This is an optimization exercise on Yosys and OpenROAD, whose aim is a short achievable clock period and few clock cycles, not a production implementation. Function was checked by simulation only, so behaviour that the tests miss may differ from the original. Power and IR drop assume default switching activity.

File: design/flow/design.v
`default_nettype none
package rsc_pkg;
    typedef logic [16-1:0]    word_t;
    typedef logic [3-1:0] reg_idx_t;
    typedef enum logic [3-1:0] {
        OP_ADD  = 3'd0,
        OP_ADDI = 3'd1,
        OP_NAND = 3'd2,
        OP_LUI  = 3'd3,
        OP_SW   = 3'd4,
        OP_LW   = 3'd5,
        OP_BEQ  = 3'd6,
        OP_JALR = 3'd7
    } opcode_e;
    typedef struct packed {
        logic  valid;
        word_t pc;
        word_t inst;
    } if_id_t;
    typedef struct packed {
        logic     valid;
        word_t    pc;
        opcode_e  opcode;
        reg_idx_t tgt;
        reg_idx_t src1;
        reg_idx_t src2;
        word_t    opnd1;      
        word_t    opnd2;
        word_t    imm;
    } id_ex_t;
    typedef struct packed {
        logic     valid;
        word_t    pc;
        opcode_e  opcode;
        reg_idx_t tgt;
        word_t    alu_result;
        word_t    st_data;
        logic     eq;
        word_t    imm;
    } ex_mem_t;
    typedef struct packed {
        logic     valid;
        reg_idx_t tgt;
        word_t    result;
    } mem_wb_t;
endpackage
`default_nettype wire
`timescale 1ns/1ps
`default_nettype none
module rsc_core (
    input  wire logic           i_clk,
    input  wire logic           i_rst,
    input  wire rsc_pkg::word_t i_inst,
    output rsc_pkg::word_t      o_pc,
    input  wire rsc_pkg::word_t i_mem_rd_data,
    output rsc_pkg::word_t      o_mem_addr,
    output rsc_pkg::word_t      o_mem_wr_data,
    output logic                o_mem_wr_en
);
    localparam int BTB_N = 16;
    logic [15:0] r_pc;
    logic [15:0] r_pc_o;        
    logic        r_ras_v;
    logic [15:0] r_ras;
    logic        r_btb_v   [BTB_N];
    logic [3:0]  r_btb_tag [BTB_N];     
    logic [15:0] r_btb_tgt [BTB_N];
    logic        d_v;
    logic [15:0] d_pc;
    logic [15:0] d_inst;
    logic        d_ptaken;      
    logic        d_jpv;         
    logic [15:0] d_jtgt;
    logic        e_v;
    logic [15:0] e_pc;
    logic        e_wr;
    logic [2:0]  e_dst;
    logic        e_ld;
    logic        e_st;
    logic        e_beq;
    logic        e_jalr;
    logic        e_nand;
    logic        e_sela;        
    logic        e_selb;
    logic [15:0] e_opa;
    logic [15:0] e_opb;
    logic        e_asel;        
    logic        e_bsel;
    logic [15:0] e_aop;
    logic [15:0] e_bop;
    logic        e_ptaken;
    logic [15:0] e_alt;         
    logic        e_jpv;
    logic        e_mb_ab_n, e_mb_ab_t, e_mb_1b_n, e_mb_1b_t, e_mb_1a_n, e_mb_1a_t, e_mb_11_n;
    logic        e_mj_1, e_mj_a, e_mj_np;
    logic [15:0] e_jtgt;
    logic        x1_wr;
    logic [2:0]  x1_dst;
    logic        x1_ld;
    logic        x1_eld;        
    logic        e_eld;
    logic        e_fld;         
    logic        d_fld;
    logic [15:0] r_maddr;
    logic        x1_st;
    logic [15:0] x1_res;        
    logic        x1_fld;        
    logic [15:0] x1_ldv;
    logic [15:0] x1_val;        
    logic [15:0] x1_sd;
    logic        x2_wr;
    logic [2:0]  x2_dst;
    logic        x2_ld;
    logic [15:0] x2_res;
    logic        x3_wr;
    logic [2:0]  x3_dst;
    logic [15:0] x3_val;
    logic [15:0] r_rf [1:7];
    logic [7:0]  r_is1;             
    logic        x3_is1;
    logic [2:0]  f_op;
    logic        f_beq;
    logic        f_jalr;
    logic        f_ptaken;
    logic [15:0] f_inc;
    logic [15:0] f_btgt;
    logic [3:0]  f_idx;
    logic        f_btb_hit;
    logic        f_use_ras;
    logic        f_jpv;
    logic [15:0] f_jtgt;
    logic [15:0] f_pred;
    assign o_pc = r_pc_o;
    assign f_op     = i_inst[15:13];
    assign f_beq    = f_op == 3'd6;
    assign f_jalr   = f_op == 3'd7;
    logic        r_fz;
    logic [2:0]  r_fzr;
    logic        f_zpred;
    assign f_zpred  = r_fz && d_v && i_inst[12:10] == r_fzr && i_inst[9:7] == 3'd0;
    assign f_ptaken = f_beq && (i_inst[12:10] == i_inst[9:7] || i_inst[6] || f_zpred);
    logic [6:0]  f_lo;
    logic        f_lo_co;
    logic [8:0]  f_hi_inc;
    logic [8:0]  f_hi_dec;
    logic [8:0]  f_hi;
    rsc_finc #(.W(16)) u_f_inc (.i_a(r_pc), .o_s(f_inc));
    rsc_finc #(.W(9)) u_f_hi_inc (.i_a(r_pc[15:7]), .o_s(f_hi_inc));
    rsc_fdec #(.W(9)) u_f_hi_dec (.i_a(r_pc[15:7]), .o_s(f_hi_dec));
    rsc_ksa #(.W(7), .CI(1'b1)) u_f_lo (.i_a(r_pc[6:0]), .i_b(i_inst[6:0]), .o_s(f_lo),
                                        .o_co(f_lo_co));
    always_comb begin
        f_btgt[6:0] = f_lo;
        f_btgt[15:7] = f_hi;
    end
    logic        r_bq_v;
    logic        r_bq_hit;
    logic [15:0] r_bq_tgt;
    logic        q_hit;
    logic [15:0] q_tgt;
    assign f_idx     = r_pc[3:0];
    assign q_hit     = r_btb_v[f_idx] && r_btb_tag[f_idx] == r_pc[7:4];
    assign q_tgt     = r_btb_tgt[f_idx];
    assign f_btb_hit = r_bq_v && r_bq_hit;
    assign f_use_ras = r_ras_v && i_inst[12:10] == 3'd0;
    assign f_jpv     = f_jalr && (f_use_ras || f_btb_hit);
    assign f_jtgt    = f_use_ras ? r_ras : r_bq_tgt;
    logic [8:0]  f_hi_c1, f_hi_c0;
    assign f_hi_c1 = i_inst[6] ? r_pc[15:7] : f_hi_inc;
    assign f_hi_c0 = i_inst[6] ? f_hi_dec : r_pc[15:7];
    for (genvar i = 0; i < 9; i++) begin : g_fhi
        rsc_g_mux2 u_m (.i_s(f_lo_co), .i_d1(f_hi_c1[i]), .i_d0(f_hi_c0[i]), .o_y(f_hi[i]));
    end
    logic [15:0] f_nonbr;
    assign f_nonbr = f_jpv ? f_jtgt : f_inc;
    assign f_pred  = f_ptaken ? f_btgt : f_nonbr;
    logic [2:0]  f_srca;
    logic [2:0]  f_srcb;
    logic        f_wr;
    logic [3:0]  f_ha;               
    logic [3:0]  f_hb;
    assign f_srca = (f_op == 3'd3) ? 3'd0 : i_inst[9:7];
    assign f_srcb = (f_op == 3'd0 || f_op == 3'd2) ? i_inst[2:0] :
                    ((f_op == 3'd4 || f_op == 3'd6) ? i_inst[12:10] : 3'd0);
    assign f_wr   = !(f_op == 3'd4 || f_op == 3'd6) && i_inst[12:10] != 3'd0;
    logic [2:0]  d_op;
    logic [2:0]  d_ra;
    logic        d_add, d_nand, d_lui, d_sw, d_lw, d_beq, d_jalr;
    logic [2:0]  d_srca;             
    logic [2:0]  d_srcb;
    logic        d_wr;
    logic [3:0]  d_ha;               
    logic [3:0]  d_hb;
    logic [15:0] d_imm;
    logic [15:0] d_link;
    assign d_op   = d_inst[15:13];
    assign d_ra   = d_inst[12:10];
    assign d_add  = d_op == 3'd0;
    assign d_nand = d_op == 3'd2;
    assign d_lui  = d_op == 3'd3;
    assign d_sw   = d_op == 3'd4;
    assign d_lw   = d_op == 3'd5;
    assign d_beq  = d_op == 3'd6;
    assign d_jalr = d_op == 3'd7;
    rsc_inc #(.W(16)) u_d_link (.i_a(d_pc), .i_dec(1'b0), .o_s(d_link));
    logic [7:0]  d_key;
    rsc_inc #(.W(8)) u_d_key (.i_a(d_pc[7:0]), .i_dec(1'b1), .o_s(d_key));
    logic [15:0] d_btgt;
    rsc_ksa #(.W(16), .CI(1'b1)) u_d_btgt (.i_a(d_pc), .i_b({{9{d_inst[6]}}, d_inst[6:0]}),
                                           .o_s(d_btgt), .o_co());
    always_comb begin
        if (d_lui)
            d_imm = {d_inst[9:0], 6'd0};
        else if (d_jalr)
            d_imm = d_link;
        else
            d_imm = {{9{d_inst[6]}}, d_inst[6:0]};
    end
    assign f_ha = {d_v && d_wr && d_ra == f_srca, e_v && e_wr && e_dst == f_srca,
                   x1_wr && x1_dst == f_srca, x2_wr && x2_dst == f_srca};
    logic        f_is1;
    logic        f_zero;
    assign f_is1  = (x3_wr && x3_dst == f_srca) ? x3_is1 : r_is1[f_srca];
    assign f_zero = f_op == 3'd1 && i_inst[6:0] == 7'h7f && f_wr && f_ha == 4'd0 && f_is1;
    assign f_hb = {d_v && d_wr && d_ra == f_srcb, e_v && e_wr && e_dst == f_srcb,
                   x1_wr && x1_dst == f_srcb, x2_wr && x2_dst == f_srcb};
    logic        a_e, a_1, a_2, a_3;
    logic        b_e, b_1, b_2, b_3;
    logic        a_stall, b_stall;
    logic        a_ready;            
    logic [15:0] a_reg, b_reg;       
    logic [15:0] a_val, b_val;       
    logic        a_ldin, b_ldin;
    logic [15:0] a_rf, b_rf;
    assign {a_e, a_1, a_2, a_3} = d_ha;
    assign {b_e, b_1, b_2, b_3} = d_hb;
    assign a_stall = a_e ? (e_ld && !e_fld) : (a_1 && x1_ld && !x1_eld);
    assign b_stall = b_e ? (e_ld && !e_fld) : (b_1 && x1_ld && !x1_eld);
    assign a_ldin  = a_e ? e_fld : (a_1 ? x1_eld : (a_2 && x2_ld));
    assign b_ldin  = b_e ? e_fld : (b_1 ? x1_eld : (b_2 && x2_ld));
    assign a_ready = !a_e && !(a_1 && x1_ld) && !a_ldin;
    logic [15:0] d_rfa, d_rfb;
    logic [15:0] f_rfa, f_rfb;
    assign f_rfa = (x3_wr && x3_dst == f_srca) ? x3_val : ((f_srca == 3'd0) ? 16'd0 : r_rf[f_srca]);
    assign f_rfb = (x3_wr && x3_dst == f_srcb) ? x3_val : ((f_srcb == 3'd0) ? 16'd0 : r_rf[f_srcb]);
    assign a_rf = d_rfa;
    assign b_rf = d_rfb;
    always_comb begin
        if (a_1)
            a_reg = x1_val;
        else if (a_2)
            a_reg = x2_res;
        else if (a_3)
            a_reg = x3_val;
        else
            a_reg = a_rf;
        if (b_1)
            b_reg = x1_val;
        else if (b_2)
            b_reg = x2_res;
        else if (b_3)
            b_reg = x3_val;
        else
            b_reg = b_rf;
    end
    assign a_val = a_ldin ? i_mem_rd_data : a_reg;
    assign b_val = b_ldin ? i_mem_rd_data : b_reg;
    logic        d_sa, d_sb, d_jpvn;
    assign d_sa   = a_e && !e_fld;
    assign d_sb   = b_e && !e_fld;
    logic        r_kv;
    logic [15:0] r_kval;
    logic        a_kn;               
    logic [15:0] d_kadd;
    assign a_kn = a_e && r_kv;
    rsc_ksa #(.W(16), .CI(1'b0)) u_d_kadd (.i_a(r_kval), .i_b({{9{d_inst[6]}}, d_inst[6:0]}),
                                           .o_s(d_kadd), .o_co());
    assign d_jpvn = d_jpv || a_ready || a_ldin || a_kn;
    logic        stall;
    logic        redir_d;
    logic        redir_e;
    logic [15:0] tgt_e;
    logic        r_st;
    logic        f_st, h_st;
    assign f_st  = (f_ha[3] ? (d_lw && !d_fld) : (f_ha[2] && e_ld && !e_fld && !e_eld)) ||
                   (f_hb[3] ? (d_lw && !d_fld) : (f_hb[2] && e_ld && !e_fld && !e_eld));
    assign h_st  = (a_e || b_e) && e_ld && !e_fld && !e_eld;
    assign stall = d_v && r_st;
    logic        redir_dj;
    logic [15:0] tgt_d;
    assign redir_dj = d_v && d_jalr && !d_jpv && (a_ready || a_ldin || a_kn);
    assign redir_d  = redir_dj;
    logic        d_pt;               
    assign d_pt     = d_ptaken;
    assign tgt_d    = a_kn ? r_kval : a_val;
    logic        d_eld;
    logic        e_port;         
    assign e_port = e_v && (e_st || (e_ld && !e_eld && !e_fld));
    logic [15:0] d_eaddr;
    rsc_ksa #(.W(16), .CI(1'b0)) u_d_eaddr (.i_a(d_rfa), .i_b({{9{d_inst[6]}}, d_inst[6:0]}),
                                            .o_s(d_eaddr), .o_co());
    assign d_eld = d_v && d_lw && d_ha == 4'd0 && !d_fld && !e_port;
    logic        f_issue;
    assign f_issue = f_op == 3'd5 && i_inst[9:7] == 3'd0 && !stall && !d_eld &&
                     !e_port && !(d_v && d_sw);
    logic [15:0] x_fa, x_fb;
    logic [15:0] x_a, x_b;
    logic [15:0] x_res;
    logic        x_eq;
    logic        x_jok;
    assign x_fa  = e_sela ? x1_res : e_opa;
    assign x_fb  = e_selb ? x1_res : e_opb;
    assign x_a   = e_asel ? x1_res : e_aop;
    assign x_b   = e_bsel ? x1_res : e_bop;
    logic [15:0] x_sum;
    rsc_ksa #(.W(16), .CI(1'b0)) u_x_add (.i_a(x_a), .i_b(x_b), .o_s(x_sum), .o_co());
    logic [15:0] x_alu;
    assign x_alu = e_nand ? ~(x_a & x_b) : x_sum;
    assign x_res = x_alu;
    assign x1_val = x1_fld ? x1_ldv : x1_res;
    logic [15:0] m_early;
    assign m_early = f_issue ? {{9{i_inst[6]}}, i_inst[6:0]} : d_eaddr;
    logic        x_eq_1b, x_eq_1a, x_eq_ab, x_jk_1, x_jk_a;
    rsc_eq u_eq_1b (.i_a(x1_res), .i_b(e_opb), .o_eq(x_eq_1b));
    rsc_eq u_eq_1a (.i_a(x1_res), .i_b(e_opa), .o_eq(x_eq_1a));
    rsc_eq u_eq_ab (.i_a(e_opa), .i_b(e_opb), .o_eq(x_eq_ab));
    rsc_eq u_jk_1 (.i_a(x1_res), .i_b(e_jtgt), .o_eq(x_jk_1));
    rsc_eq u_jk_a (.i_a(e_opa), .i_b(e_jtgt), .o_eq(x_jk_a));
    always_comb begin
        if (e_sela && e_selb)
            x_eq = 1'b1;
        else if (e_sela)
            x_eq = x_eq_1b;
        else if (e_selb)
            x_eq = x_eq_1a;
        else
            x_eq = x_eq_ab;
    end
    logic [7:0]  e_key;             
    logic [BTB_N-1:0] e_wsel;       
    assign x_jok = e_jpv && (e_sela ? x_jk_1 : x_jk_a);
    rsc_redir u_redir (
        .i_t ({e_mb_ab_n, e_mb_ab_t, e_mb_1b_n, e_mb_1b_t, e_mb_1a_n, e_mb_1a_t, e_mj_1, e_mj_a}),
        .i_c ({x_eq_ab, !x_eq_ab, x_eq_1b, !x_eq_1b, x_eq_1a, !x_eq_1a, !x_jk_1, !x_jk_a}),
        .i_k ({e_mb_11_n, e_mj_np}),
        .i_v (e_v && !i_rst),
        .o_y (redir_e)
    );
    assign tgt_e   = e_jalr ? x_fa : e_alt;
    logic [15:0] pc_next;
    logic [15:0] pc_next_o;
    logic        pc_sel_f;
    logic        pc_s_bt, pc_s_nb, pc_s_e, pc_s_d, pc_s_h;
    logic [15:0] pc_rest;
    assign pc_sel_f = !(redir_d || stall);
    assign pc_s_bt  = !i_rst && pc_sel_f && f_ptaken;
    assign pc_s_nb  = !i_rst && pc_sel_f && !f_ptaken;
    logic        pc_s_ras, pc_s_bq, pc_s_inc;
    assign pc_s_ras = !i_rst && pc_sel_f && f_jalr && f_use_ras;
    assign pc_s_bq  = !i_rst && pc_sel_f && f_jalr && !f_use_ras && f_btb_hit;
    assign pc_s_inc = !i_rst && pc_sel_f && !f_ptaken && !f_jpv;
    assign pc_s_e   = redir_e;           
    assign pc_s_d   = !i_rst && redir_d;
    assign pc_s_h   = !i_rst && !redir_d && stall;
    for (genvar i = 0; i < 16; i++) begin : g_pcn
        rsc_g_ao6 u_m (.i_s0(pc_s_bt), .i_d0(f_btgt[i]), .i_s1(pc_s_ras), .i_d1(r_ras[i]),
                       .i_s2(pc_s_bq), .i_d2(r_bq_tgt[i]), .i_s3(pc_s_inc), .i_d3(f_inc[i]),
                       .i_s4(pc_s_d), .i_d4(tgt_d[i]), .i_s5(pc_s_h), .i_d5(r_pc[i]),
                       .o_y(pc_rest[i]));
        rsc_g_mux2 u_e (.i_s(pc_s_e), .i_d1(tgt_e[i]), .i_d0(pc_rest[i]), .o_y(pc_next[i]));
        rsc_g_mux2 u_o (.i_s(pc_s_e), .i_d1(tgt_e[i]), .i_d0(pc_rest[i]), .o_y(pc_next_o[i]));
    end
    assign o_mem_addr    = r_maddr;
    assign o_mem_wr_data = x1_sd;
    assign o_mem_wr_en   = x1_st;
    always_ff @(posedge i_clk) begin
        r_pc   <= pc_next;
        r_pc_o <= pc_next_o;
        r_fz <= f_zero;
        r_fzr <= i_inst[12:10];
        r_bq_v <= !redir_e && ((pc_s_nb && !f_jpv) || (r_bq_v && pc_s_h));
        if (!stall) begin
            r_bq_hit <= q_hit;
            r_bq_tgt <= q_tgt;
        end
        if (i_rst || redir_e)
            d_v <= 1'b0;
        else if (!stall)
            d_v <= !redir_d;
        if (!stall) begin
            d_pc     <= r_pc;
            d_inst   <= i_inst;
            d_ptaken <= f_ptaken;
            d_jpv    <= f_jpv;
            d_jtgt   <= f_jtgt;
            d_fld    <= f_issue;
            d_srca   <= f_srca;
            d_srcb   <= f_srcb;
            d_wr     <= f_wr;
            d_ha     <= f_ha;
            d_hb     <= f_hb;
            r_st     <= f_st;
            d_rfa    <= f_rfa;
            d_rfb    <= f_rfb;
        end else begin
            d_ha     <= {1'b0, d_ha[3:1]};
            d_hb     <= {1'b0, d_hb[3:1]};
            r_st     <= h_st;
            if (a_3)
                d_rfa <= x3_val;
            if (b_3)
                d_rfb <= x3_val;
        end
        if (i_rst || redir_e || stall || !d_v)
            e_v <= 1'b0;
        else
            e_v <= 1'b1;
        if (i_rst || stall || !d_v) begin
            e_wr   <= 1'b0;
            e_ld   <= 1'b0;
            e_st   <= 1'b0;
            e_beq  <= 1'b0;
            e_jalr <= 1'b0;
            e_mb_ab_n <= 1'b0;
            e_mb_ab_t <= 1'b0;
            e_mb_1b_n <= 1'b0;
            e_mb_1b_t <= 1'b0;
            e_mb_1a_n <= 1'b0;
            e_mb_1a_t <= 1'b0;
            e_mb_11_n <= 1'b0;
            e_mj_1    <= 1'b0;
            e_mj_a    <= 1'b0;
            e_mj_np   <= 1'b0;
        end else begin
            e_wr   <= d_wr;
            e_ld   <= d_lw;
            e_st   <= d_sw;
            e_beq  <= d_beq;
            e_jalr <= d_jalr;
            e_mb_ab_n <= d_beq && !d_sa && !d_sb && !d_pt;
            e_mb_ab_t <= d_beq && !d_sa && !d_sb && d_pt;
            e_mb_1b_n <= d_beq && d_sa && !d_sb && !d_pt;
            e_mb_1b_t <= d_beq && d_sa && !d_sb && d_pt;
            e_mb_1a_n <= d_beq && !d_sa && d_sb && !d_pt;
            e_mb_1a_t <= d_beq && !d_sa && d_sb && d_pt;
            e_mb_11_n <= d_beq && d_sa && d_sb && !d_pt;
            e_mj_1    <= d_jalr && d_sa && d_jpvn;
            e_mj_a    <= d_jalr && !d_sa && d_jpvn;
            e_mj_np   <= d_jalr && !d_jpvn;
        end
        e_pc     <= d_pc;
        e_key    <= d_key;
        for (int i = 0; i < BTB_N; i++)
            e_wsel[i] <= d_jalr && d_key[3:0] == 4'(i);
        e_dst    <= d_ra;
        e_nand   <= d_nand;
        e_sela   <= d_sa;
        e_selb   <= b_e && !e_fld;
        e_opa    <= a_val;
        e_opb    <= b_val;
        e_asel   <= a_e && !e_fld && !d_jalr;
        e_bsel   <= b_e && !e_fld && (d_add || d_nand);
        e_aop    <= d_jalr ? 16'd0 : a_val;
        e_bop    <= (d_add || d_nand) ? b_val : d_imm;
        e_ptaken <= d_pt;
        e_alt    <= d_pt ? d_link : d_btgt;
        e_jpv    <= d_jpvn;
        if (i_rst || stall || !d_v)
            e_eld <= 1'b0;
        else
            e_eld <= d_eld;
        if (i_rst || stall || !d_v)
            e_fld <= 1'b0;
        else
            e_fld <= d_fld;
        r_maddr  <= (f_issue || d_eld) ? m_early : x_sum;    
        e_jtgt   <= d_jpv ? d_jtgt : tgt_d;
        r_kv     <= d_v && !stall && (d_lui || (d_op == 3'd1 && a_kn));
        r_kval   <= d_lui ? d_imm : d_kadd;
        if (i_rst) begin
            x1_wr <= 1'b0;
            x1_ld <= 1'b0;
            x1_eld <= 1'b0;
            x1_fld <= 1'b0;
            x1_st <= 1'b0;
        end else begin
            x1_wr <= e_v && e_wr;
            x1_ld <= e_v && e_ld && !e_fld;
            x1_eld <= e_v && e_eld;
            x1_fld <= e_v && e_fld;
            x1_st <= e_v && e_st;
        end
        x1_dst <= e_dst;
        x1_res <= x_res;
        x1_sd  <= x_fb;
        if (i_rst) begin
            x2_wr <= 1'b0;
            x2_ld <= 1'b0;
        end else begin
            x2_wr <= x1_wr;
            x2_ld <= x1_ld && !x1_eld;
        end
        x2_dst <= x1_dst;
        x2_res <= x1_eld ? i_mem_rd_data : x1_val;
        x1_ldv <= i_mem_rd_data;
        if (i_rst)
            x3_wr <= 1'b0;
        else
            x3_wr <= x2_wr;
        x3_dst <= x2_dst;
        x3_val <= x2_ld ? i_mem_rd_data : x2_res;
        x3_is1 <= (x2_ld ? i_mem_rd_data : x2_res) == 16'd1;
        r_is1[0] <= 1'b0;
        for (int i = 1; i < 8; i++)
            if (x3_wr && x3_dst == 3'(i)) begin
                r_rf[i]  <= x3_val;
                r_is1[i] <= x3_is1;
            end
        if (i_rst)
            r_ras_v <= 1'b0;
        else if (d_v && d_jalr && d_ra != 3'd0 && !stall && !redir_e)
            r_ras_v <= 1'b1;
        if (d_jalr && d_ra != 3'd0 && !stall)
            r_ras <= d_link;
        for (int i = 0; i < BTB_N; i++) begin
            if (i_rst)
                r_btb_v[i] <= 1'b0;
            else if (e_v && e_wsel[i])
                r_btb_v[i] <= 1'b1;
            if (e_wsel[i]) begin
                r_btb_tag[i] <= e_key[7:4];
                r_btb_tgt[i] <= x_fa;
            end
        end
    end
endmodule
module rsc_add #(parameter int W = 16) (
    input  wire logic [W-1:0] i_a,
    input  wire logic [W-1:0] i_b,
    input  wire logic         i_ci,
    output logic [W-1:0]      o_s,
    output logic              o_co
);
    logic [W-1:0] p, g, pp, gg;
    always_comb begin
        p  = i_a ^ i_b;
        g  = i_a & i_b;
        gg = g;
        pp = p;
        gg[0] = g[0] | (p[0] & i_ci);
        for (int d = 1; d < W; d = d * 2)
            for (int i = W - 1; i >= d; i--) begin
                gg[i] = gg[i] | (pp[i] & gg[i-d]);
                pp[i] = pp[i] & pp[i-d];
            end
        o_s  = p ^ {gg[W-2:0], i_ci};
        o_co = gg[W-1];
    end
endmodule
module rsc_inc #(parameter int W = 16) (
    input  wire logic [W-1:0] i_a,
    input  wire logic         i_dec,
    output logic [W-1:0]      o_s
);
    logic [W-1:0] t, c;
    always_comb begin
        t = i_dec ? ~i_a : i_a;
        c = t;
        for (int d = 1; d < W; d = d * 2)
            for (int i = W - 1; i >= d; i--)
                c[i] = c[i] & c[i-d];
        o_s = i_a ^ {c[W-2:0], 1'b1};
    end
endmodule
module rsc_ksa #(parameter int W = 16, parameter bit CI = 1'b0) (
    input  wire logic [W-1:0] i_a,
    input  wire logic [W-1:0] i_b,
    output logic [W-1:0]      o_s,
    output logic              o_co
);
    localparam int L = (W > 8) ? 4 : ((W > 4) ? 3 : ((W > 2) ? 2 : 1));
    logic [W-1:0]       p0;
    logic [(L+1)*W-1:0] gv;
    logic [(L+1)*W-1:0] pv;
    for (genvar i = 0; i < W; i++) begin : g_pg
        logic gi;
        rsc_g_pg u_pg (.i_a(i_a[i]), .i_b(i_b[i]), .o_p(p0[i]), .o_g(gi));
        if (i == 0 && CI) begin : g_ci
            rsc_g_or2 u_or (.i_a(i_a[i]), .i_b(i_b[i]), .o_y(gv[i]));
        end else begin : g_nci
            assign gv[i] = gi;
        end
        assign pv[i] = p0[i];
    end
    for (genvar k = 1; k <= L; k++) begin : g_lvl
        for (genvar i = 0; i < W; i++) begin : g_bit
            if (i >= (1 << (k-1))) begin : g_op
                rsc_g_ao21 u_g (.i_a(gv[(k-1)*W+i]), .i_b(pv[(k-1)*W+i]),
                                .i_c(gv[(k-1)*W+i-(1<<(k-1))]), .o_y(gv[k*W+i]));
                if (i >= (1 << k)) begin : g_p
                    rsc_g_and2 u_p (.i_a(pv[(k-1)*W+i]), .i_b(pv[(k-1)*W+i-(1<<(k-1))]),
                                    .o_y(pv[k*W+i]));
                end else begin : g_np
                    assign pv[k*W+i] = 1'b0;
                end
            end else begin : g_pass
                assign gv[k*W+i] = gv[(k-1)*W+i];
                assign pv[k*W+i] = 1'b0;
            end
        end
    end
    for (genvar i = 0; i < W; i++) begin : g_sum
        if (i == 0) begin : g_s0
            if (CI) begin : g_inv
                rsc_g_xnor2 u_s (.i_a(i_a[0]), .i_b(i_b[0]), .o_y(o_s[0]));
            end else begin : g_pass
                assign o_s[0] = p0[0];
            end
        end else begin : g_si
            rsc_g_xor2 u_s (.i_a(p0[i]), .i_b(gv[L*W+i-1]), .o_y(o_s[i]));
        end
    end
    assign o_co = gv[L*W+W-1];
endmodule
module rsc_g_ao222 (input wire logic i_s0, input wire logic i_d0, input wire logic i_s1,
                    input wire logic i_d1, input wire logic i_s2, input wire logic i_d2,
                    output logic o_y);
    assign o_y = (i_s0 & i_d0) | (i_s1 & i_d1) | (i_s2 & i_d2);
endmodule
module rsc_eq (
    input  wire logic [15:0] i_a,
    input  wire logic [15:0] i_b,
    output logic             o_eq
);
    assign o_eq = i_a == i_b;
endmodule
module rsc_g_ao5 (input wire logic i_s0, input wire logic i_d0, input wire logic i_s1,
                  input wire logic i_d1, input wire logic i_s2, input wire logic i_d2,
                  input wire logic i_s3, input wire logic i_d3, input wire logic i_s4,
                  input wire logic i_d4, output logic o_y);
    assign o_y = (i_s0 & i_d0) | (i_s1 & i_d1) | (i_s2 & i_d2) | (i_s3 & i_d3) | (i_s4 & i_d4);
endmodule
module rsc_redir (
    input  wire logic [7:0] i_t,
    input  wire logic [7:0] i_c,
    input  wire logic [1:0] i_k,
    input  wire logic       i_v,
    output logic            o_y
);
    logic [3:0] p;
    logic       q, kk;
    for (genvar i = 0; i < 4; i++) begin : g_p
        rsc_g_a22oi u_p (.i_a1(i_t[2*i]), .i_a2(i_c[2*i]), .i_b1(i_t[2*i+1]), .i_b2(i_c[2*i+1]),
                         .o_y(p[i]));
    end
    rsc_g_nand4 u_q (.i_a(p[0]), .i_b(p[1]), .i_c(p[2]), .i_d(p[3]), .o_y(q));
    assign kk = i_v & (i_k[0] | i_k[1]);
    rsc_g_a21o u_y (.i_a1(i_v), .i_a2(q), .i_b1(kk), .o_y(o_y));
endmodule
module rsc_g_mux2 (input wire logic i_s, input wire logic i_d1, input wire logic i_d0,
                   output logic o_y);
    assign o_y = i_s ? i_d1 : i_d0;
endmodule
module rsc_g_ao4 (input wire logic i_s0, input wire logic i_d0, input wire logic i_s1,
                  input wire logic i_d1, input wire logic i_s2, input wire logic i_d2,
                  input wire logic i_s3, input wire logic i_d3, output logic o_y);
    logic y01, y23;
    rsc_g_a22oi u_01 (.i_a1(i_s0), .i_a2(i_d0), .i_b1(i_s1), .i_b2(i_d1), .o_y(y01));
    rsc_g_a22oi u_23 (.i_a1(i_s2), .i_a2(i_d2), .i_b1(i_s3), .i_b2(i_d3), .o_y(y23));
    rsc_g_nand2 u_o (.i_a(y01), .i_b(y23), .o_y(o_y));
endmodule
module rsc_g_ao6 (input wire logic i_s0, input wire logic i_d0, input wire logic i_s1,
                  input wire logic i_d1, input wire logic i_s2, input wire logic i_d2,
                  input wire logic i_s3, input wire logic i_d3, input wire logic i_s4,
                  input wire logic i_d4, input wire logic i_s5, input wire logic i_d5,
                  output logic o_y);
    logic y01, y23, y45;
    rsc_g_a22oi u_01 (.i_a1(i_s0), .i_a2(i_d0), .i_b1(i_s1), .i_b2(i_d1), .o_y(y01));
    rsc_g_a22oi u_23 (.i_a1(i_s2), .i_a2(i_d2), .i_b1(i_s3), .i_b2(i_d3), .o_y(y23));
    rsc_g_a22oi u_45 (.i_a1(i_s4), .i_a2(i_d4), .i_b1(i_s5), .i_b2(i_d5), .o_y(y45));
    rsc_g_nand3 u_o (.i_a(y01), .i_b(y23), .i_c(y45), .o_y(o_y));
endmodule
module rsc_g_nand3 (input wire logic i_a, input wire logic i_b, input wire logic i_c,
                    output logic o_y);
    assign o_y = ~(i_a & i_b & i_c);
endmodule
module rsc_g_a22oi (input wire logic i_a1, input wire logic i_a2, input wire logic i_b1,
                    input wire logic i_b2, output logic o_y);
    assign o_y = ~((i_a1 & i_a2) | (i_b1 & i_b2));
endmodule
module rsc_g_nand4 (input wire logic i_a, input wire logic i_b, input wire logic i_c,
                    input wire logic i_d, output logic o_y);
    assign o_y = ~(i_a & i_b & i_c & i_d);
endmodule
module rsc_g_a21o (input wire logic i_a1, input wire logic i_a2, input wire logic i_b1,
                   output logic o_y);
    assign o_y = (i_a1 & i_a2) | i_b1;
endmodule
module rsc_g_nand2 (input wire logic i_a, input wire logic i_b, output logic o_y);
    assign o_y = ~(i_a & i_b);
endmodule
module rsc_finc #(parameter int W = 16) (
    input  wire logic [W-1:0] i_a,
    output logic [W-1:0]      o_s
);
    assign o_s[0] = ~i_a[0];
    for (genvar i = 1; i < W; i++) begin : g_b
        logic c;
        rsc_andn #(.N(i)) u_c (.i_a(i_a[i-1:0]), .o_y(c));
        rsc_g_xor2 u_s (.i_a(i_a[i]), .i_b(c), .o_y(o_s[i]));
    end
endmodule
module rsc_fdec #(parameter int W = 16) (
    input  wire logic [W-1:0] i_a,
    output logic [W-1:0]      o_s
);
    assign o_s[0] = ~i_a[0];
    for (genvar i = 1; i < W; i++) begin : g_b
        logic c;
        rsc_norn #(.N(i)) u_c (.i_a(i_a[i-1:0]), .o_y(c));
        rsc_g_xor2 u_s (.i_a(i_a[i]), .i_b(c), .o_y(o_s[i]));
    end
endmodule
module rsc_andn #(parameter int N = 2) (input wire logic [N-1:0] i_a, output logic o_y);
    assign o_y = &i_a;
endmodule
module rsc_norn #(parameter int N = 2) (input wire logic [N-1:0] i_a, output logic o_y);
    assign o_y = ~|i_a;
endmodule
module rsc_g_pg (input wire logic i_a, input wire logic i_b, output logic o_p, output logic o_g);
    assign o_p = i_a ^ i_b;
    assign o_g = i_a & i_b;
endmodule
module rsc_g_ao21 (input wire logic i_a, input wire logic i_b, input wire logic i_c,
                   output logic o_y);
    assign o_y = i_a | (i_b & i_c);
endmodule
module rsc_g_and2 (input wire logic i_a, input wire logic i_b, output logic o_y);
    assign o_y = i_a & i_b;
endmodule
module rsc_g_or2 (input wire logic i_a, input wire logic i_b, output logic o_y);
    assign o_y = i_a | i_b;
endmodule
module rsc_g_xor2 (input wire logic i_a, input wire logic i_b, output logic o_y);
    assign o_y = i_a ^ i_b;
endmodule
module rsc_g_xnor2 (input wire logic i_a, input wire logic i_b, output logic o_y);
    assign o_y = ~(i_a ^ i_b);
endmodule
`default_nettype wire
File: design/flow/constraint.sdc
create_clock -name core_clock -period 6.5 [get_ports {i_clk}]
set_input_delay 1.3000 -clock core_clock [delete_from_list [all_inputs] [get_ports {i_clk}]]
set_output_delay 1.3000 -clock core_clock [all_outputs]
set_load 0.01 [all_outputs]
File: design/flow/config.mk
export PLATFORM = sky130hd
export DESIGN_NAME = rsc_core
export DESIGN_NICKNAME = rsc_core
export VERILOG_FILES = /design/flow/design.v
export SDC_FILE = /design/flow/constraint.sdc
export NUM_CORES = 4
export LEC_CHECK = 0
export CAP_MARGIN = 20
export CORE_MARGIN = 2
export CORE_UTILIZATION = 40
export SETUP_SLACK_MARGIN = 5
export SLEW_MARGIN = 20
export SYNTH_HIERARCHICAL = 1
export SYNTH_MINIMUM_KEEP_SIZE = 0
File: design/flow/flow/run.sh
#!/bin/bash
# The standard layout (standard.sh), except that the port buffers are buf_4 cells,
# which the resizer may size, rather than the delay-cell buffers it picks by default.
set -euo pipefail
bash standard.sh "BUFFER_PORTS_ARGS=-buffer_cell sky130_fd_sc_hd__buf_4" finish > flow.log 2>&1
File: design/flow/standard.sh
#!/bin/bash
# synth_recipe.tcl (not shown) runs the flow's synth.tcl, then flattens the netlist and writes it again
# the make line also repeats each setting of config.mk as NAME=value (left out here)
make -C /OpenROAD-flow-scripts/flow DESIGN_CONFIG=/design/flow/config.mk WORK_HOME=/design/flow/orfs CLKGATE_MAP_FILE= SYNTH_SCRIPT=/design/flow/synth_recipe.tcl "${@:-finish}"
==> tab_implementation.tex, run 1 <==
\begin{tabular}{lr}
\hline
Metric & Value \\
\hline
\multicolumn{2}{l}{\textbf{Outcome}} \\
Outcome & no timing/DRC/antenna violations \\
\multicolumn{2}{l}{\textbf{Synthesis}} \\
Synthesized area per cell & 11.9 um\^{}2 \\
Number of warning messages in the yosys log & 29 \\
Cell Area, Synth & 0.0426 mm\^{}2 \\
Mapped Cells & 3564 \\
\multicolumn{2}{l}{\textbf{Final layout}} \\
Fraction of layout cells with a size suffix above 1 & 0.445 \\
Max reg flops & 256 \\
Most flop-heavy register & r\_btb\_tgt \\
Final non-filler cell total & 5646 \\
Biggest regs & r\_btb\_tgt x256, r\_rf x112, r\_btb\_tag x64 \\
Post-synthesis to final-layout area growth & 41.7\% \\
Post-layout nets & 4272 \\
\# fillers & 8200 \\
Util after Layout & 0.572 \\
Final Cell Area & 0.0603 mm\^{}2 \\
\multicolumn{2}{l}{\textbf{STA}} \\
Final critical-path setup slack & 3.84 ns \\
Endpoints failing setup & 0 \\
TNS Setup & 0 ns \\
Final critical-path share of the clock period & 0.410 \\
Slew Viols, Final & 0 \\
Final-layout worst hold slack & 0.413 ns \\
Fin crit period & 2.66 ns \\
Highest clock rate & 0.375 GHz \\
Hold Fails Final Rpt & 0 \\
Relative max-transition margin & 0.333 \\
Unrepaired setup endpoints after global routing & yes \\
Slew @ Worst Pin & 1.00 ns \\
Setup Skew & 0.0346 ns \\
\multicolumn{2}{l}{\textbf{Die}} \\
Die Footprint & 0.109 mm\^{}2 \\
Core outline area & 0.105 mm\^{}2 \\
Number of primary I/O pins & 83 \\
Height of the die & 330 um \\
Initial Utilization & 0.404 \\
Die width & 330 um \\
Row Count & 119 \\
\multicolumn{2}{l}{\textbf{Global route}} \\
Overflow left after global routing & 0 \\
Pin count of the biggest net entering global routing & 39 \\
First-pass GRT wire length & 236 mm \\
Global-route usage over all layers & 0.298 \\
Antenna violations before repair & 10 \\
Vias in the first global route & 33300 \\
\multicolumn{2}{l}{\textbf{Detailed routing}} \\
Routed length on met3 & 17.3 mm \\
Initial DRC count & 4606 \\
Routed wire length on met2 & 78.8 mm \\
Routed via count & 34800 \\
Top layer reached by signal wires & met5 \\
Pre-antenna DRT Iters & 23 \\
Drt wl/cell & 30.1 um \\
DRC Markers & 0 \\
Aggregate routed wire length & 170 mm \\
Detailed-route vias per instance & 6.16 \\
Antenna Violating Nets Remaining & 0 \\
Metal-1 WL & 65.4 mm \\
\multicolumn{2}{l}{\textbf{Clocking}} \\
Clock slew at reported path FFs & 0.06 ns \\
Number of buffers created by CTS & 97 \\
H-tree lvl count & 3 \\
TritonCTS clock tree & yes \\
Clk root buf & sky130\_fd\_sc\_hd\_\_clkbuf\_16 \\
Max Buffers Root-to-Sink & 3 \\
Clock sink count & 892 \\
Clk\_lat worst skew & 0.71 ns \\
\multicolumn{2}{l}{\textbf{Power}} \\
Power density relative to cell area & 313 mW/mm\^{}2 \\
Clock power frac & 0.304 \\
Combinational fraction of design power & 0.288 \\
Max rail drop VDD & 0.000249 V \\
Switching part of the total power & 0.317 \\
Flop pwr share & 0.408 \\
Reported net switching power & 5.98 mW \\
PnR Total Power & 18.9 mW \\
Cell internal power dissipation & 12.9 mW \\
Leakage & 23.7 nW \\
\multicolumn{2}{l}{\textbf{Placement}} \\
Cells after DPL & 4916 \\
Count of buffers inserted at the top-level ports & 82 \\
Post-detailed-placement cell area & 0.0465 mm\^{}2 \\
Final HPWL DP & 97.9 mm \\
Final GP Congestion & 0.892 \\
Worst-case setup slack after placement & 2.34 ns \\
\multicolumn{2}{l}{\textbf{Hold path}} \\
Worst hold path cell count & 0 \\
Worst Hold Path EP & x1\_dst[2] \\
Hold path startpoint & e\_dst[2] \\
Class of the tightest hold or removal check & register to register \\
\multicolumn{2}{l}{\textbf{Setup path}} \\
Critical path capture point type & register \\
Reg2reg setup slack & 3.90 ns \\
Slowest Stage Delay on Critical Path & 0.31 ns \\
Worst setup path category & primary input to register \\
Nature of the critical path startpoint & primary input \\
CP required & 7.06 ns \\
Arrival time worst endpoint & 3.23 ns \\
Critical Path Slowest Stage Cell & sky130\_fd\_sc\_hd\_\_mux2\_4 \\
Reg2reg start & d\_inst[13] \\
Family of cells with the greatest summed delay on the critical path & compound AO/OA/AOI/OAI gates \\
Buffers and inverters on the worst path & 1 \\
Critical path, cell by cell & buf\_12 -> ha\_4 -> a21o\_1 -> a21o\_4 -> a21o\_4 -> mux2\_4 -> a22oi\_2 -> nand3\_2 -> mux2\_4 \\
Capturing point of the worst reg2reg path & r\_pc\_o[6] \\
Cells on worst reg2reg path & 11 \\
Top fanout value on the critical path & 8 \\
\multicolumn{2}{l}{\textbf{Job}} \\
Number of maximum-capacitance constraint violations & 0 \\
\hline
\end{tabular}
## repair_timing
action	4_1_cts	5_1_grt
hold buffers	0	0
resized for setup	832	299
cloned	51	4
setup endpoints to repair	854	522
setup buffers	362	128
pin swaps	240	213
## power groups by stage
stage	clock (mW)	combinational [mW]	sequential [mW]
after global placement	0	3.60	7.83
after floorplan	0	2.64	7.39
after detailed placement	0	3.61	7.83
after CTS	5.76	4.91	7.65
after global routing	5.98	5.71	7.73
final	5.73	5.45	7.71
## layout by cell type (no fill, tap or decap), types with 52 or more instances in the layout
cell type	n
sky130_fd_sc_hd__a21o_1	191
sky130_fd_sc_hd__a21oi_1	73
sky130_fd_sc_hd__a22oi_2	79
sky130_fd_sc_hd__and2_1	120
sky130_fd_sc_hd__and2_4	52
sky130_fd_sc_hd__buf_12	79
sky130_fd_sc_hd__buf_4	279
sky130_fd_sc_hd__buf_6	225
sky130_fd_sc_hd__clkbuf_16	102
sky130_fd_sc_hd__dfxtp_1	236
sky130_fd_sc_hd__dfxtp_2	77
sky130_fd_sc_hd__dfxtp_4	55
sky130_fd_sc_hd__edfxtp_1	524
sky130_fd_sc_hd__mux2_2	108
sky130_fd_sc_hd__mux2_4	157
sky130_fd_sc_hd__mux2i_1	84
sky130_fd_sc_hd__nand2_1	170
sky130_fd_sc_hd__nand4_1	64
sky130_fd_sc_hd__nor2_1	138
sky130_fd_sc_hd__o21ai_1	62
sky130_fd_sc_hd__xnor2_1	94
sky130_fd_sc_hd__xor2_1	83
## layout make-up
class | instances | area, um^2 | area share
diodes | 3 | 7.51 | 0.000124
clock buffers | 125 | 2620 | 0.0435
clock inverters | 57 | 631 | 0.0105
inverters | 44 | 211 | 0.00351
multi-input cells | 2467 | 23500 | 0.390
flip-flops and latches | 892 | 23400 | 0.388
well taps | 1391 | 1740 | 0.0289
repair buffers | 667 | 8190 | 0.136
## worst max-delay path by stage
| stage | startpoint | to | slack, ns | cells after the start |
|---|---|---|---|---|
| after floorplan | i_inst[11] | r_pc[7] | 3.40 | 8 |
| after global placement | x1_eld | r_pc[10] | 2.40 | 9 |
| after detailed placement | x1_eld | r_pc_o[7] | 2.34 | 9 |
| after CTS | i_inst[4] | r_pc_o[14] | 3.90 | 9 |
| after global routing | i_inst[2] | r_pc_o[10] | 3.81 | 9 |
| final | i_inst[2] | r_pc[10] | 3.84 | 9 |
## worst reg2reg max path, delay by kind of cell, from the launching register on
kind	cells	cell delay (ns)
buf+inv	4	0.67
simple gates	4	0.57
flops	1	0.47
compound gates	2	0.48
mux	1	0.28
## per-layer routing
layer | up-vias | track usage
li1 | 14700 | -
met1 | 17400 | 0.393
met2 | 2184 | 0.479
met3 | 496 | 0.0581
met4 | 4 | 0.125
met5 | - | 0
Testbench counts, summed over its fixed seeds: cycles 48,185.
==> inputs of run 2 (changes only) <==
--- a/design/flow/config.mk
+++ b/design/flow/config.mk
@@ -7,7 +7,7 @@
 export LEC_CHECK = 0
 export CAP_MARGIN = 20
 export CORE_MARGIN = 2
-export CORE_UTILIZATION = 40
+export CORE_UTILIZATION = 55
 export SETUP_SLACK_MARGIN = 5
 export SLEW_MARGIN = 20
 export SYNTH_HIERARCHICAL = 1
==> run 2 against run 1 <==
Critical path type unchanged. Count of clock-buffer cells in the layout is 8 higher. Via count is 6.5% higher. Maximum frequency is 2.3% lower. Critical endpoint is now d_rfa[5]. Non-clock buffer count is 33 higher.
==> tab_implementation.tex, run 2 <==
\begin{tabular}{lr}
\hline
Metric & Value \\
\hline
\multicolumn{2}{l}{\textbf{Clocking}} \\
TritonCTS clock tree & yes \\
Number of buffers created by CTS & 92 \\
Clock slew at reported path FFs & 0.08 ns \\
H-tree lvl count & 3 \\
Clk root buf & sky130\_fd\_sc\_hd\_\_clkbuf\_16 \\
Max Buffers Root-to-Sink & 3 \\
Clk\_lat worst skew & 0.68 ns \\
Number of buffers inserted for hold repair after clock tree synthesis & 0 \\
Clock sink count & 892 \\
\multicolumn{2}{l}{\textbf{Setup path}} \\
CP required & 7.10 ns \\
Arrival time worst endpoint & 3.33 ns \\
Reg2reg start & x1\_res[2] \\
Cells on worst reg2reg path & 9 \\
Top fanout value on the critical path & 6 \\
Critical path capture point type & register \\
Reg2reg setup slack & 3.78 ns \\
Capturing point of the worst reg2reg path & r\_pc\_o[13] \\
Nature of the critical path startpoint & primary input \\
Worst setup path category & primary input to register \\
\multicolumn{2}{l}{\textbf{Hold path}} \\
Worst Hold Path EP & x1\_dst[2] \\
Class of the tightest hold or removal check & register to register \\
Hold path startpoint & e\_dst[2] \\
Worst hold path cell count & 0 \\
\multicolumn{2}{l}{\textbf{Power}} \\
Clock power frac & 0.290 \\
Power density relative to cell area & 315 mW/mm\^{}2 \\
Cell internal power dissipation & 12.7 mW \\
Switching part of the total power & 0.327 \\
Max rail drop VDD & 0.000296 V \\
Reported net switching power & 6.19 mW \\
Flop pwr share & 0.411 \\
Combinational fraction of design power & 0.299 \\
Leakage & 23.7 nW \\
\multicolumn{2}{l}{\textbf{STA}} \\
Highest clock rate & 0.367 GHz \\
Relative max-transition margin & 0.213 \\
Setup Skew & 0.0325 ns \\
Slew @ Worst Pin & 1.18 ns \\
Unrepaired setup endpoints after global routing & yes \\
Final critical-path share of the clock period & 0.419 \\
Fin crit period & 2.73 ns \\
Slew Viols, Final & 0 \\
Endpoints failing setup & 0 \\
TNS Setup & 0 ns \\
Hold Fails Final Rpt & 0 \\
\multicolumn{2}{l}{\textbf{Global route}} \\
Pin count of the biggest net entering global routing & 39 \\
First-pass GRT wire length & 246 mm \\
Vias in the first global route & 35100 \\
Overflow left after global routing & 0 \\
Global-route usage over all layers & 0.431 \\
Antenna violations before repair & 16 \\
\multicolumn{2}{l}{\textbf{Detailed routing}} \\
Detailed-route vias per instance & 6.96 \\
Antenna Violating Nets Remaining & 0 \\
DRC Markers & 0 \\
Drt wl/cell & 34.7 um \\
Pre-antenna DRT Iters & 15 \\
Initial DRC count & 6179 \\
Routed via count & 37000 \\
Aggregate routed wire length & 184 mm \\
\multicolumn{2}{l}{\textbf{Placement}} \\
Final GP Congestion & 0.993 \\
Final HPWL DP & 103 mm \\
Count of buffers inserted at the top-level ports & 82 \\
\multicolumn{2}{l}{\textbf{Die}} \\
Initial Utilization & 0.557 \\
Core outline area & 0.0763 mm\^{}2 \\
Height of the die & 282 um \\
Die width & 282 um \\
Row Count & 101 \\
Number of primary I/O pins & 83 \\
Die Footprint & 0.0796 mm\^{}2 \\
\multicolumn{2}{l}{\textbf{Synthesis}} \\
Synthesized area per cell & 11.9 um\^{}2 \\
Cell Area, Synth & 0.0426 mm\^{}2 \\
Mapped Cells & 3564 \\
Number of warning messages in the yosys log & 29 \\
\multicolumn{2}{l}{\textbf{Final layout}} \\
Most flop-heavy register & r\_btb\_tgt \\
Max reg flops & 256 \\
Biggest regs & r\_btb\_tgt x256, r\_rf x112, r\_btb\_tag x64 \\
Post-synthesis to final-layout area growth & 41.1\% \\
Fraction of layout cells with a size suffix above 1 & 0.459 \\
Most common cell after layout, fill and taps aside & sky130\_fd\_sc\_hd\_\_edfxtp\_1 \\
Post-layout nets & 4302 \\
Leading cell types in the layout, fill and taps excluded & 524 x sky130\_fd\_sc\_hd\_\_edfxtp\_1, 336 x sky130\_fd\_sc\_hd\_\_buf\_4, 226 x sky130\_fd\_sc\_hd\_\_dfxtp\_1 \\
Util after Layout & 0.786 \\
\multicolumn{2}{l}{\textbf{Job}} \\
Number of maximum-capacitance constraint violations & 0 \\
\multicolumn{2}{l}{\textbf{Outcome}} \\
Outcome & no timing/DRC/antenna violations \\
\hline
\end{tabular}
[run 2: cell types whose count changed in the layout (fill, tap and decap cells not counted), moves of 9 or more]
cell | previous run | this run
sky130_fd_sc_hd__buf_12 | 79 | 91
sky130_fd_sc_hd__buf_4 | 279 | 336
sky130_fd_sc_hd__buf_6 | 225 | 198
sky130_fd_sc_hd__clkinv_2 | 19 | 10
sky130_fd_sc_hd__dfxtp_1 | 236 | 226
sky130_fd_sc_hd__dfxtp_2 | 77 | 102
sky130_fd_sc_hd__dfxtp_4 | 55 | 40
sky130_fd_sc_hd__o21ai_1 | 62 | 42
sky130_fd_sc_hd__o21ai_2 | 15 | 54
sky130_fd_sc_hd__o21ai_4 | 36 | 22
[run 2: timing repair]
action,in CTS,in global routing
cloned,36,9
setup buffers,414,125
endpoints found under the setup margin,842,420
pin swaps,224,197
resized for setup,895,266
[run 2: per-stage QoR]
stage               std cells  instance area, um^2  power, mW  setup WS (ns)  hold slack (ns)
finish                   5316                60000       18.9           3.77            0.423
global placement         4549                46000       11.5           2.31            0.383
floorplan                3572                45100       10.0           3.40            0.374
detailed placement       4551                46100       11.5           2.24            0.386
CTS                      5173                57600       18.1           3.84            0.405
global route             5310                60000       19.3           3.71            0.426
[run 2: worst max-delay path by stage]
stage	from	to	slack, ns	depth (start not counted)
5_1_grt	i_inst[2]	d_rfb[15]	3.71	11
3_5_place_dp	x1_eld	r_pc_o[9]	2.24	9
3_3_place_gp	x1_eld	r_pc_o[4]	2.31	9
6_report	i_inst[15]	d_rfa[5]	3.77	11
2_1_floorplan	i_inst[11]	r_pc[7]	3.40	8
4_1_cts	i_inst[2]	r_pc[14]	3.84	9
[run 2: power by group through the flow]
stage / Sequential (mW) / Combinational [mW] / Clock, mW
finish: 7.77 / 5.66 / 5.49
detailed placement: 7.84 / 3.66 / 0
CTS: 7.67 / 5.03 / 5.40
global route: 7.79 / 5.85 / 5.66
floorplan: 7.39 / 2.64 / 0
global placement: 7.83 / 3.62 / 0
[run 2: area by class of cell]
cell class                 count  area [um^2]
timing repair buffer         700         8300
fill                        4302        16300
multi-input combinational   2469        23700
clock buffer                 133         2680
inverter                      44          213
sequential                   892        23400
tap                         1030         1290
antenna                        9         22.5
clock inverter                39          413
[run 2: metal layers]
| metal | wire length (um) | global-route usage |
|---|---|---|
| met3 | 28600 | 0.155 |
| met4 | 12300 | 0.189 |
| met5 | 303 | 0 |
| met2 | 77100 | 0.624 |
| met1 | 66100 | 0.583 |
[run 2: worst max-delay path, stage by stage]
cell and delay [ns]:
sky130_fd_sc_hd__buf_16 0.11, sky130_fd_sc_hd__nand3b_1 0.20, sky130_fd_sc_hd__buf_6 0.16, sky130_fd_sc_hd__buf_12 0.13, sky130_fd_sc_hd__and3_4 0.18, sky130_fd_sc_hd__o21ai_4 0.21
sky130_fd_sc_hd__buf_4 0.19, sky130_fd_sc_hd__o21ai_4 0.08, sky130_fd_sc_hd__buf_4 0.18, sky130_fd_sc_hd__nor3b_1 0.34, sky130_fd_sc_hd__a221o_1 0.23
==> inputs of run 3 (changes only) <==
--- a/design/flow/design.v
+++ b/design/flow/design.v
@@ -163,8 +163,6 @@
     assign q_tgt     = r_btb_tgt[f_idx];
     assign f_btb_hit = r_bq_v && r_bq_hit;
     assign f_use_ras = r_ras_v && i_inst[12:10] == 3'd0;
-    assign f_jpv     = f_jalr && (f_use_ras || f_btb_hit);
-    assign f_jtgt    = f_use_ras ? r_ras : r_bq_tgt;
     logic [8:0]  f_hi_c1, f_hi_c0;
     assign f_hi_c1 = i_inst[6] ? r_pc[15:7] : f_hi_inc;
     assign f_hi_c0 = i_inst[6] ? f_hi_dec : r_pc[15:7];
@@ -271,11 +269,32 @@
     logic        r_kv;
     logic [15:0] r_kval;
     logic        a_kn;               
-    logic [15:0] d_kadd;
+    logic        r_kaddv;            
+    logic [15:0] r_kadd;             
     assign a_kn = a_e && r_kv;
-    rsc_ksa #(.W(16), .CI(1'b0)) u_d_kadd (.i_a(r_kval), .i_b({{9{d_inst[6]}}, d_inst[6:0]}),
-                                           .o_s(d_kadd), .o_co());
     assign d_jpvn = d_jpv || a_ready || a_ldin || a_kn;
+    logic        d_kn;
+    logic [15:0] d_kres;
+    assign d_kn   = d_v && d_wr && (d_lui || (d_op == 3'd1 && r_kaddv));
+    assign d_kres = r_kadd;
+    logic        f_kaddv;
+    logic [15:0] f_kadd;
+    assign f_kaddv = f_ha[3] && d_kn;
+    logic        f_kjp;
+    assign f_kjp   = f_op == 3'd1 && f_wr && f_kaddv;
+    logic        f_klo_co;
+    logic [8:0]  f_khi_inc, f_khi_dec, f_khi_c1, f_khi_c0;
+    rsc_ksa #(.W(7), .CI(1'b0)) u_f_klo (.i_a(d_kres[6:0]), .i_b(i_inst[6:0]), .o_s(f_kadd[6:0]),
+                                         .o_co(f_klo_co));
+    rsc_finc #(.W(9)) u_f_khi_inc (.i_a(d_kres[15:7]), .o_s(f_khi_inc));
+    rsc_fdec #(.W(9)) u_f_khi_dec (.i_a(d_kres[15:7]), .o_s(f_khi_dec));
+    assign f_khi_c1 = i_inst[6] ? d_kres[15:7] : f_khi_inc;
+    assign f_khi_c0 = i_inst[6] ? f_khi_dec : d_kres[15:7];
+    for (genvar i = 0; i < 9; i++) begin : g_fkhi
+        rsc_g_mux2 u_m (.i_s(f_klo_co), .i_d1(f_khi_c1[i]), .i_d0(f_khi_c0[i]), .o_y(f_kadd[7+i]));
+    end
+    assign f_jpv  = f_jalr && (f_use_ras || f_btb_hit);
+    assign f_jtgt = f_use_ras ? r_ras : r_bq_tgt;
     logic        stall;
     logic        redir_d;
     logic        redir_e;
@@ -380,8 +399,8 @@
         r_fzr <= i_inst[12:10];
         r_bq_v <= !redir_e && ((pc_s_nb && !f_jpv) || (r_bq_v && pc_s_h));
         if (!stall) begin
-            r_bq_hit <= q_hit;
-            r_bq_tgt <= q_tgt;
+            r_bq_hit <= q_hit || f_kjp;
+            r_bq_tgt <= f_kjp ? f_kadd : q_tgt;
         end
         if (i_rst || redir_e)
             d_v <= 1'b0;
@@ -401,6 +420,8 @@
             d_hb     <= f_hb;
             r_st     <= f_st;
             d_rfa    <= f_rfa;
+            r_kaddv  <= f_kaddv;
+            r_kadd   <= (f_op == 3'd3) ? {i_inst[9:0], 6'd0} : f_kadd;
             d_rfb    <= f_rfb;
         end else begin
             d_ha     <= {1'b0, d_ha[3:1]};
@@ -475,8 +496,8 @@
             e_fld <= d_fld;
         r_maddr  <= (f_issue || d_eld) ? m_early : x_sum;    
         e_jtgt   <= d_jpv ? d_jtgt : tgt_d;
-        r_kv     <= d_v && !stall && (d_lui || (d_op == 3'd1 && a_kn));
-        r_kval   <= d_lui ? d_imm : d_kadd;
+        r_kv     <= d_kn && !stall;
+        r_kval   <= d_kres;
         if (i_rst) begin
             x1_wr <= 1'b0;
             x1_ld <= 1'b0;
--- a/design/flow/config.mk
+++ b/design/flow/config.mk
@@ -7,7 +7,7 @@
 export LEC_CHECK = 0
 export CAP_MARGIN = 20
 export CORE_MARGIN = 2
-export CORE_UTILIZATION = 55
+export CORE_UTILIZATION = 40
 export SETUP_SLACK_MARGIN = 5
 export SLEW_MARGIN = 20
 export SYNTH_HIERARCHICAL = 1
==> run 3 against run 2 <==
Still clean. Non-clock buffer count shrank 96. Sequential power increased by 4.1%. Sequential share of layout area increased by 0.75 points. Die area rose by 38%. Worst hold slack got worse by 0.036 ns. Setup slack better by 0.13 ns. Utilization decreased by 22 points. Synthesized cell count rose by 1.5%. Largest cell class is now sequential cells.
==> tab_implementation.tex, run 3 <==
\begin{tabular}{lr}
\hline
Metric & Value \\
\hline
\multicolumn{2}{l}{\textbf{Setup path}} \\
Start point of the critical path & i\_inst[6] \\
Critical path capture point type & register \\
Arrival time worst endpoint & 3.18 ns \\
Critical path, cell by cell & buf\_16 -> ha\_4 -> and2\_1 -> a21o\_1 -> a21o\_4 -> mux2\_4 -> a22oi\_2 -> nand3\_1 -> mux2\_4 \\
Family of cells with the greatest summed delay on the critical path & compound AO/OA/AOI/OAI gates \\
Buffers and inverters on the worst path & 1 \\
Most repeated library cell on the critical path & sky130\_fd\_sc\_hd\_\_mux2\_4 \\
Nature of the critical path startpoint & primary input \\
Reg2reg start & r\_pc[4] \\
Top fanout value on the critical path & 11 \\
Critical Path Slowest Stage Cell & sky130\_fd\_sc\_hd\_\_mux2\_4 \\
Worst setup path category & primary input to register \\
Slowest Stage Delay on Critical Path & 0.32 ns \\
CP required & 7.08 ns \\
\multicolumn{2}{l}{\textbf{Detailed routing}} \\
Aggregate routed wire length & 168 mm \\
Drt wl/cell & 29.8 um \\
Routed via count & 34400 \\
Antenna Violating Nets Remaining & 0 \\
Initial DRC count & 3897 \\
Pre-antenna DRT Iters & 7 \\
DRC Markers & 0 \\
Detailed-route vias per instance & 6.10 \\
\multicolumn{2}{l}{\textbf{Final layout}} \\
Post-layout nets & 4247 \\
Biggest regs & r\_btb\_tgt x256, r\_rf x112, r\_btb\_tag x64 \\
Fraction of layout cells with a size suffix above 1 & 0.437 \\
Util after Layout & 0.563 \\
Most common cell after layout, fill and taps aside & sky130\_fd\_sc\_hd\_\_edfxtp\_1 \\
Leading cell types in the layout, fill and taps excluded & 541 x sky130\_fd\_sc\_hd\_\_edfxtp\_1, 264 x sky130\_fd\_sc\_hd\_\_buf\_4, 231 x sky130\_fd\_sc\_hd\_\_dfxtp\_1 \\
Most flop-heavy register & r\_btb\_tgt \\
Max reg flops & 256 \\
\# fillers & 8333 \\
Post-synthesis to final-layout area growth & 39.8\% \\
Final non-filler cell total & 5642 \\
\multicolumn{2}{l}{\textbf{Clocking}} \\
Clk\_lat worst skew & 0.71 ns \\
Clk root buf & sky130\_fd\_sc\_hd\_\_clkbuf\_16 \\
Number of buffers inserted for hold repair after clock tree synthesis & 0 \\
H-tree lvl count & 3 \\
Number of buffers created by CTS & 98 \\
Clock sink count & 909 \\
Clock slew at reported path FFs & 0.07 ns \\
TritonCTS clock tree & yes \\
Max Buffers Root-to-Sink & 3 \\
\multicolumn{2}{l}{\textbf{Global route}} \\
Overflow left after global routing & 0 \\
Global-route met1 utilization & 0.384 \\
Pin count of the biggest net entering global routing & 48 \\
Most used routing layer in global routing & met2 \\
Vias in the first global route & 32800 \\
First-pass GRT wire length & 235 mm \\
Global-route usage over all layers & 0.290 \\
Antenna violations before repair & 9 \\
Global Route met2 Usage & 0.458 \\
Fraction of met3 tracks used by global routing & 0.0492 \\
\multicolumn{2}{l}{\textbf{Die}} \\
Die width & 332 um \\
Initial Utilization & 0.403 \\
Number of primary I/O pins & 83 \\
Core outline area & 0.107 mm\^{}2 \\
Row Count & 120 \\
Height of the die & 332 um \\
Die Footprint & 0.110 mm\^{}2 \\
\multicolumn{2}{l}{\textbf{Power}} \\
Power density relative to cell area & 328 mW/mm\^{}2 \\
PnR Total Power & 19.7 mW \\
Leakage & 23.3 nW \\
Max rail drop VDD & 0.000217 V \\
\multicolumn{2}{l}{\textbf{STA}} \\
Final critical-path setup slack & 3.90 ns \\
Hold Fails Final Rpt & 0 \\
TNS Setup & 0 ns \\
Final critical-path share of the clock period & 0.400 \\
Fin crit period & 2.60 ns \\
Endpoints failing setup & 0 \\
Slew Viols, Final & 0 \\
Slew @ Worst Pin & 0.992 ns \\
Setup Skew & 0.0343 ns \\
Highest clock rate & 0.385 GHz \\
Unrepaired setup endpoints after global routing & yes \\
Relative max-transition margin & 0.339 \\
\multicolumn{2}{l}{\textbf{Placement}} \\
Count of buffers inserted at the top-level ports & 82 \\
Final HPWL DP & 96.7 mm \\
Worst-case setup slack after placement & 2.21 ns \\
Final GP Congestion & 0.918 \\
Cells after DPL & 4965 \\
\multicolumn{2}{l}{\textbf{Hold path}} \\
Hold path startpoint & x2\_dst[0] \\
Class of the tightest hold or removal check & register to register \\
\multicolumn{2}{l}{\textbf{Synthesis}} \\
Cell Area, Synth & 0.0430 mm\^{}2 \\
Mapped Cells & 3618 \\
Synthesized area per cell & 11.9 um\^{}2 \\
Number of warning messages in the yosys log & 29 \\
\multicolumn{2}{l}{\textbf{Outcome}} \\
Outcome & no timing/DRC/antenna violations \\
\multicolumn{2}{l}{\textbf{Job}} \\
Number of maximum-capacitance constraint violations & 0 \\
\hline
\end{tabular}
## run 3: cell types whose count changed in the layout (fill, tap and decap cells not counted), moves of 17 or more
cell                       previous run  this run
sky130_fd_sc_hd__xor2_1              75        96
sky130_fd_sc_hd__edfxtp_1           524       541
sky130_fd_sc_hd__buf_4              336       264
sky130_fd_sc_hd__nor2_1             142       115
sky130_fd_sc_hd__buf_6              198       180
sky130_fd_sc_hd__nand2_1            163       206
sky130_fd_sc_hd__o21ai_2             54        12
sky130_fd_sc_hd__o21ai_1             42        59
sky130_fd_sc_hd__a221oi_1            13        30
sky130_fd_sc_hd__a21o_1             193       157
## run 3: cell type report
type | count | area (um^2) | area share
antenna | 1 | 2.50 | 0.0000416
clock buffer | 146 | 2800 | 0.0466
clock inverter | 39 | 522 | 0.00867
inverter | 39 | 221 | 0.00368
multi-input combinational | 2499 | 23300 | 0.388
sequential | 909 | 23900 | 0.397
tap | 1403 | 1760 | 0.0292
timing repair buffer | 604 | 7570 | 0.126
timing repair inverter | 2 | 46.3 | 0.000770
## run 3: repair_timing
item                       CTS  global route
buffers inserted           331           107
gates cloned                44             9
setup endpoints to repair  859           600
gates resized for setup    817           271
pin swaps                  234           151
## run 3: power breakdown
group	internal, mW	total [mW]	leakage [nW]	switching (mW)
Combinational	2.84	5.82	13.5	2.98
Sequential	7.08	8.09	8.17	1.01
Clock	3.36	5.80	1.61	2.44
## run 3: final timing paths
kind,end,slack [ns],cells past startpoint
setup reg to reg,r_pc_o[11],3.91,9
hold reg to reg,x3_dst[0],0.39,0
setup / recovery,r_pc_o[11],3.90,9
hold / removal,x3_dst[0],0.39,0
## run 3: worst reg2reg max path, stage by stage, from the launching register on
cell	delay, ns
sky130_fd_sc_hd__dfxtp_1	0.31
sky130_fd_sc_hd__buf_4	0.36
sky130_fd_sc_hd__ha_4	0.29
sky130_fd_sc_hd__a21o_1	0.18
sky130_fd_sc_hd__a21o_1	0.23
sky130_fd_sc_hd__a21o_4	0.25
sky130_fd_sc_hd__mux2_4	0.32
sky130_fd_sc_hd__a22oi_2	0.16
sky130_fd_sc_hd__nand3_1	0.11
sky130_fd_sc_hd__mux2_4	0.27
## run 3: per-stage QoR
step           hold slack, ns  area (um^2)
4_1_cts                 0.391        57900
5_1_grt                 0.407        60200
6_report                0.387        60200
3_3_place_gp            0.381        46800
3_5_place_dp            0.383        46800
2_1_floorplan           0.359        45200
## run 3: metal layers
layer / vias up / share of wire
met5: - / 0
met4: 0 / 0.060
met3: 427 / 0.090
met2: 1986 / 0.46
met1: 17300 / 0.39
li1: 14700 / -
Testbench counts of run 3, summed over its fixed seeds: cycles 47,878.

static timing again, ports no longer ideal:
The flow's constraints put no driver on any port. The routed layouts listed below were extracted and timed again, unchanged, in two steps. Step 1: set_driving_cell puts a clkbuf_16 on i_clk and a buf_2 on each other input, an assumption about the parent block. Step 2 adds t to the input delays and takes it off the output delays; t is the mean of the earliest and latest rising clock arrival at the registers after step 1. Input paths then give back, and output paths get back, about the clock's delay inside the block. Slacks: ideal ports / drivers / drivers and shift; pairs: ideal ports / drivers.
run	shift t [ns]	setup slack, ns	worst hold slack (ns)	worst setup path after step 2	worst register clock-pin slew, ns
run 1	0.762	3.836 / 3.630 / 2.868	0.413 / 0.413 / 0.413	input to register	0.07 / 0.07
run 2	0.732	3.774 / 3.565 / 2.832	0.423 / 0.423 / 0.423	input to register	0.08 / 0.08
run 3	0.750	3.903 / 3.719 / 2.969	0.387 / 0.387 / 0.387	input to register	0.07 / 0.07
After both steps setup and hold are still met in every run listed. The setup slack of run 1, which loses most, moves by -0.206 ns with the drivers and by -0.968 ns with both steps.
